Source: an optimization exercise on an open RTL-to-GDS flow (aim: small area, a short achievable clock period and few clock cycles per item). Production flows keep margins and buffers that such runs may drop.
Function was checked by simulation only, so behaviour that the tests miss may differ from the original.

==> flow/design.v (outline; a module is shown in full before it is edited, if it fits) <==
// module ka_seq_mult: 13809 lines
module ka_seq_mult #(
  parameter int N = 131
) (
  input  logic           clk,
  input  logic           rst_n,
  input  logic           in_valid,
  output logic           in_ready,
  input  logic [N-1:0]   a,
  input  logic [N-1:0]   b,
  output logic           out_valid,
  input  logic           out_ready,
  output logic [2*N-2:0] y,
  output logic           busy
);
  // ...
==> flow/flow/run.sh <==
#!/bin/bash
# The standard layout (the standard.sh: ORFS synthesis through finish, unchanged), except
# that the port buffers ORFS inserts before global placement are buf_4 cells instead of the
# default pick (a clkdlybuf4s50_1 delay cell). Every input and output port still gets its own
# buffer. make's full output goes to flow_make.log in this folder; ORFS's per-step logs are
# under orfs/logs/.
set -euo pipefail
export BUFFER_PORTS_ARGS="-buffer_cell sky130_fd_sc_hd__buf_4"
bash standard.sh > flow_make.log 2>&1
==> flow/standard.sh <==
#!/bin/bash
# synth_recipe.tcl (not shown) runs the flow's synth.tcl, then flattens the netlist and writes it again
# the make line also repeats each setting of config.mk as NAME=value (left out here)
make -C /OpenROAD-flow-scripts/flow DESIGN_CONFIG=/design/flow/config.mk WORK_HOME=/design/flow/orfs CLKGATE_MAP_FILE= SYNTH_SCRIPT=/design/flow/synth_recipe.tcl "${@:-finish}"
==> flow/config.mk <==
export PLATFORM = sky130hd
export DESIGN_NAME = ka_seq_mult
export DESIGN_NICKNAME = ka_seq_mult
export VERILOG_FILES = /design/flow/design.v
export SDC_FILE = /design/flow/constraint.sdc
export NUM_CORES = 4
export LEC_CHECK = 0
export CAP_MARGIN = 20
export CORE_MARGIN = 2
export CORE_UTILIZATION = 50
export PLACE_DENSITY = 0.6
export SETUP_SLACK_MARGIN = 4.5
export SLEW_MARGIN = 20
export TNS_END_PERCENT = 100
==> flow/constraint.sdc <==
create_clock -name core_clock -period 8.0 [get_ports {clk}]
set_input_delay 1.6000 -clock core_clock [delete_from_list [all_inputs] [get_ports {clk}]]
set_output_delay 1.6000 -clock core_clock [all_outputs]
set_load 0.01 [all_outputs]
==> results.sh, run 1 <==
export IMPL_status="finished clean"
export IMPL_arrival_ns=4.46
export IMPL_crit_path_end="p2[222]"
export IMPL_crit_family="XOR/XNOR gates"
export IMPL_taps=3552
export IMPL_cpPeakStageDelay_ns=1.04
export IMPL_synth_top_family_by_area="XOR/XNOR gates"
export IMPL_wire_per_inst_um=32.6
export IMPL_ant_nets=0
export IMPL_placed_cells=19900
export IMPL_die_w_um=522
export IMPL_cts_sinks=1214
export IMPL_reg_largest_list="p1: 688 flops, p0: 262 flops, p2: 261 flops"
export IMPL_gr_usage_all_layers_pct=47.3
export IMPL_final_util_pct=59.0
export IMPL_synthesis_nets=15900
export IMPL_drt_total_wl_mm=665
export IMPL_overflow=0
export IMPL_ios=530
export IMPL_cts_inserted_buffers=157
export IMPL_n_clock_buffer=172
export IMPL_dr_wl_met3_mm=96.4
export IMPL_grtUsageMet2_pct=64.3
export IMPL_final_clk_cell_share_pct=3.33
export IMPL_design_core_area_um2=268000
export IMPL_setup_ws_ns=4.20
export IMPL_via_count=117000
export IMPL_r2r_end="p2[222]"
export IMPL_min_period_ns=3.80
export IMPL_crit_path_max_fanout=2
export IMPL_sh_seq_area_pct=23.1
export IMPL_synthSimpleGateAreaFrac_pct=16.4
export IMPL_slew_headroom_pct=8.44
Testbench counts, summed over its fixed seeds: cycles 984, items 960.
==> run 2: changes to the inputs <==
--- a/flow/design.v
+++ b/flow/design.v
@@ -10,32 +10,54 @@
   output logic           out_valid,
   input  logic           out_ready,
   output logic [2*N-2:0] y,
   output logic           busy
 );
   logic [261:0] p0;
   logic [687:0] p1;
   logic [260:0] p2;
-  logic [2:0] v;   
-  wire adv = !(v[2] && !out_ready);
-  assign out_valid = v[2];
+  logic [1:0] v;   
+  logic vy;           
+  logic vs;           
+  logic rdy_r;        
+  logic busy_r;       
+  logic [2*N-2:0] sk;
   wire [2*N-1:0] ab = {b, a};
-  assign in_ready = adv;
-  assign busy = |v;
+  wire up = !vs;                       
+  wire y_free = !vy || out_ready;      
+  wire mid_v = v[1];             
+  wire vy_n = y_free ? (vs || mid_v) : 1'b1;
+  wire vs_n = vs ? !y_free : (mid_v && !y_free);
+  wire [1:0] v_n = up ? {v[0:0], in_valid} : v;
+  assign in_ready = rdy_r;
+  assign out_valid = vy;
+  assign busy = busy_r;
   always_ff @(posedge clk or negedge rst_n) begin
-    if (!rst_n) v <= '0;
-    else if (adv) v <= {v[1:0], in_valid};
+    if (!rst_n) begin
+      v <= '0;
+      vy <= 1'b0;
+      vs <= 1'b0;
+      rdy_r <= 1'b1;
+      busy_r <= 1'b0;
+    end else begin
+      v <= v_n;
+      vy <= vy_n;
+      vs <= vs_n;
+      rdy_r <= !vs_n;
+      busy_r <= vs_n || vy_n || (|v_n);
+    end
   end
   always_ff @(posedge clk) begin
-    if (adv) begin
+    if (up) begin
       p0 <= d0;
       p1 <= d1;
-      p2 <= d2;
     end
+    if (!vs) sk <= d2;
+    if (y_free) p2 <= vs ? sk : d2;
   end
   wire n262 = p0[0] ^ p0[66];
   wire n263 = p0[1] ^ p0[67];
   wire n264 = p0[2] ^ p0[68];
   wire n265 = p0[3] ^ p0[69];
   wire n266 = p0[4] ^ p0[70];
   wire n267 = p0[5] ^ p0[71];
   wire n268 = p0[6] ^ p0[72];
==> flow/run.sh (new file) <==
#!/bin/bash
# synth_recipe.tcl (not shown) runs the flow's synth.tcl, then flattens the netlist and writes it again
# the make line also repeats each setting of config.mk as NAME=value (left out here)
make -C /OpenROAD-flow-scripts/flow DESIGN_CONFIG=/design/flow/config.mk WORK_HOME=/design/flow/orfs CLKGATE_MAP_FILE= SYNTH_SCRIPT=/design/flow/synth_recipe.tcl finish
==> flow/config.mk (replaced) <==
export PLATFORM = sky130hd
export DESIGN_NAME = ka_seq_mult
export DESIGN_NICKNAME = ka_seq_mult
export VERILOG_FILES = /design/flow/design.v
export SDC_FILE = /design/flow/constraint.sdc
export NUM_CORES = 4
export LEC_CHECK = 0
export CAP_MARGIN = 20
export CORE_MARGIN = 2
export CORE_UTILIZATION = 45
export PLACE_DENSITY = 0.55
export SETUP_SLACK_MARGIN = 4.6
export SLEW_MARGIN = 20
export TNS_END_PERCENT = 20
removed: flow/flow/run.sh
removed: flow/standard.sh
==> results.sh, run 2 <==
export IMPL_status="finished clean"
export IMPL_synth_top_area_cell="xnor2_1"
export IMPL_tns_ns=0
export IMPL_ios=530
export IMPL_arrival_ns=4.25
export IMPL_ys_warn_count=1
export IMPL_drt_first_iter_violations=17100
export IMPL_h_tree_depth=4
export IMPL_grt_max_degree=163
export IMPL_synth_edf_count=1211
export IMPL_grt_first_pass_wirelength_mm=948
export IMPL_dr_pass1_iters=8
export IMPL_path_clk_slew_ns=0.06
export IMPL_cp_required_ns=8.61
export IMPL_final_area_um2=170000
export IMPL_synth_ff_type="edfxtp_1"
export IMPL_cp_startpoint="p0[116]"
export IMPL_path_class="flop to flop"
export IMPL_r2r_start="p0[116]"
export IMPL_nets=17700
export IMPL_wire_per_inst_um=32.6
export IMPL_setup_viol=0
export IMPL_synthTopCellsByArea="xnor2_1, edfxtp_1, nor2_1"
export IMPL_final_cell_mix="xnor2_1, nor2_1, xor2_1, nand2_1, edfxtp_1"
export IMPL_slew_headroom_pct=8.34
export IMPL_min_from="sk[120]"
export IMPL_fin_crit_sh_pct=45.5
export IMPL_die_w_um=565
export IMPL_drt_total_wl_mm=708
export IMPL_final_util_pct=54.2
export IMPL_dpl_cell_area_um2=157000
export IMPL_crit_path_max_fanout=13
export IMPL_min_path_type="flop to flop"
export IMPL_synth_distinct_cells=34
export IMPL_end_kind="flop"
export IMPL_syn_area_um2=142000
export IMPL_drv_cap=0
export IMPL_synth_seq_cells=1478
export IMPL_cts_sinks=1478
export IMPL_min_path_cells=2
export IMPL_viasPerCell=5.52
export IMPL_finalHoldViolations=0
export IMPL_fp_row_count=206
export IMPL_synthesis_nets=16600
export IMPL_startpoint_type="flop"
export IMPL_design_core_area_um2=314000
export IMPL_dieHeight_um=565
export IMPL_place_congestion=1.06
export IMPL_overflow=0
export IMPL_dieArea_um2=320000
export IMPL_final_common_cell="xnor2_1"
export IMPL_skew_ns=0.0774
export IMPL_dp_slack_ns=3.65
export IMPL_async_reset_ff_share_pct=0.406
export IMPL_clock_path_buffers=4
export IMPL_gr_usage_all_layers_pct=43.2
export IMPL_fin_worst_hold_slack_ns=0.463
export IMPL_ys_seq_area_share_pct=29.4
export IMPL_ant_nets=0
export IMPL_start_util_pct=45.1
export IMPL_synthCells=16300
export IMPL_port_buffers=529
export IMPL_min_period_ns=3.64
export IMPL_tightest_slew_ns=1.37
export IMPL_cts_inserted_buffers=184
export IMPL_via_count=120000
export IMPL_top_register="p1"
export IMPL_setup_ws_ns=4.36
export IMPL_fmax_ghz=0.275
export IMPL_ctsRootBufferMaster="clkbuf_16"
export IMPL_drc_errors=0
export IMPL_cts_tree="done"
export IMPL_antenna_found_initial=41
export IMPL_syn_avg_cell_area_um2=8.70
export IMPL_largest_reg_flops=688
export IMPL_syn2layout_area_growth_pct=20.0
export IMPL_cts_hold_fix_buffers=0
export IMPL_rr_worst_depth=8
export IMPL_netlist_area_leader_share_pct=39.8
export IMPL_place_hpwl_mm=531
export IMPL_synth_common_cells="xnor2_1, nor2_1, xor2_1, nand2_1, edfxtp_1"
export IMPL_grt_pass1_vias=110000
export IMPL_reg_largest_list="p1: 688 flops, p0: 262 flops"
export IMPL_post_route_cells_drive_above_1_share_pct=12.2
export IMPL_rsz0062_at_grt="yes"
export IMPL_synth_most_common_cell="xnor2_1"
export IMPL_clock_latency_ns=0.95
export IMPL_slew_violations=0
[run 2: stage by stage]
stage	cells
floorplan	16300
global placement	21200
detailed placement	21200
CTS	21600
global route	21700
finish	21800
[run 2: timing repair]
action / CTS / global route
resized for setup: 261 / 235
pin swaps: 6 / 50
endpoints found under the hold margin: 0 / 0
buffers inserted: 106 / 107
endpoints found under the setup margin: 526 / 567
[run 2: layout make-up]
cell class                      count  area, µm²
Timing Repair Buffer             1582      14200
Multi-Input combinational cell  14100     103000
Fill cell                       29100     144000
Clock inverter                    107       1320
Tap cell                         4160       5200
Antenna cell                       12       30.0
Clock buffer                      234       5000
Inverter                           32        136
Sequential cell                  1478      41700
[run 2: cell families (layout without fill, tap and decap cells)]
logic type | count (synthesis) | count (layout) | synth area share (%)
XOR/XNOR | 7979 | 7979 | 51.1
AND/OR/NAND/NOR | 5869 | 5869 | 15.9
flip-flops | 1478 | 1478 | 29.4
buffers and inverters | 666 | 1955 | 1.98
AO/OA/AOI/OAI | 162 | 162 | 0.584
multiplexers | 137 | 137 | 1.09
other | 0 | 12 | 0
[run 2: worst paths after layout]
check | slack (ns) | to
max in group asynchronous | 6.80 | rdy_r
hold reg to reg | 0.46 | sk[120]
hold / removal | 0.46 | sk[120]
setup reg to reg | 4.36 | p1[429]
min in group asynchronous | 0.93 | vs
setup / recovery | 4.36 | p1[429]
[run 2: critical path: stages, from the launching register on]
cell and delay [ns]:
edfxtp_1 0.37, buf_4 0.27, xnor2_1 0.70, nor2_1 0.13, xor2_1 0.20, xnor2_1 0.14
xnor2_1 0.65, xor2_1 0.18, xnor2_1 0.66
[run 2: routing by layer]
metal  up-vias  global-route usage, %  share of wire, %
li1      52500                      -                 -
met1     57900                   56.3                39
met2      8054                   59.5                40
met3      1731                   14.7                13
met4        18                   30.3               8.4
met5         -                      0             0.018
Testbench counts of run 2, summed over its fixed seeds: cycles 984, items 960.

[separate check: timing with driven ports]
The flow's constraints put no driver on any port. The routed layouts listed below were extracted and timed again, unchanged, in two steps. Step 1 sets driving cells, clkbuf_16 on the clock port and buf_2 on the other inputs (assumed; they add their load-dependent delay and slew). Step 2 times the ports against the registers' clock, not the clock port: input delays grow and output delays shrink by t, the midpoint of the rising clock arrivals with the driver on. a / b / c = ideal / step 1 / step 2; a / b = the first two.
| run | t (ns) | setup WS [ns] | hold WS [ns] |
|---|---|---|---|
| run 1 | 1.001 | 4.201 / 4.201 / 3.652 | 0.480 / 0.399 / 0.491 |
| run 2 | 1.028 | 4.359 / 4.359 / 4.149 | 0.463 / 0.463 / 0.463 |
After both steps setup and hold are still met in every run listed. For run 1, which loses most, drivers alone change the setup slack by 0.000 ns; drivers and shift together by -0.549 ns.
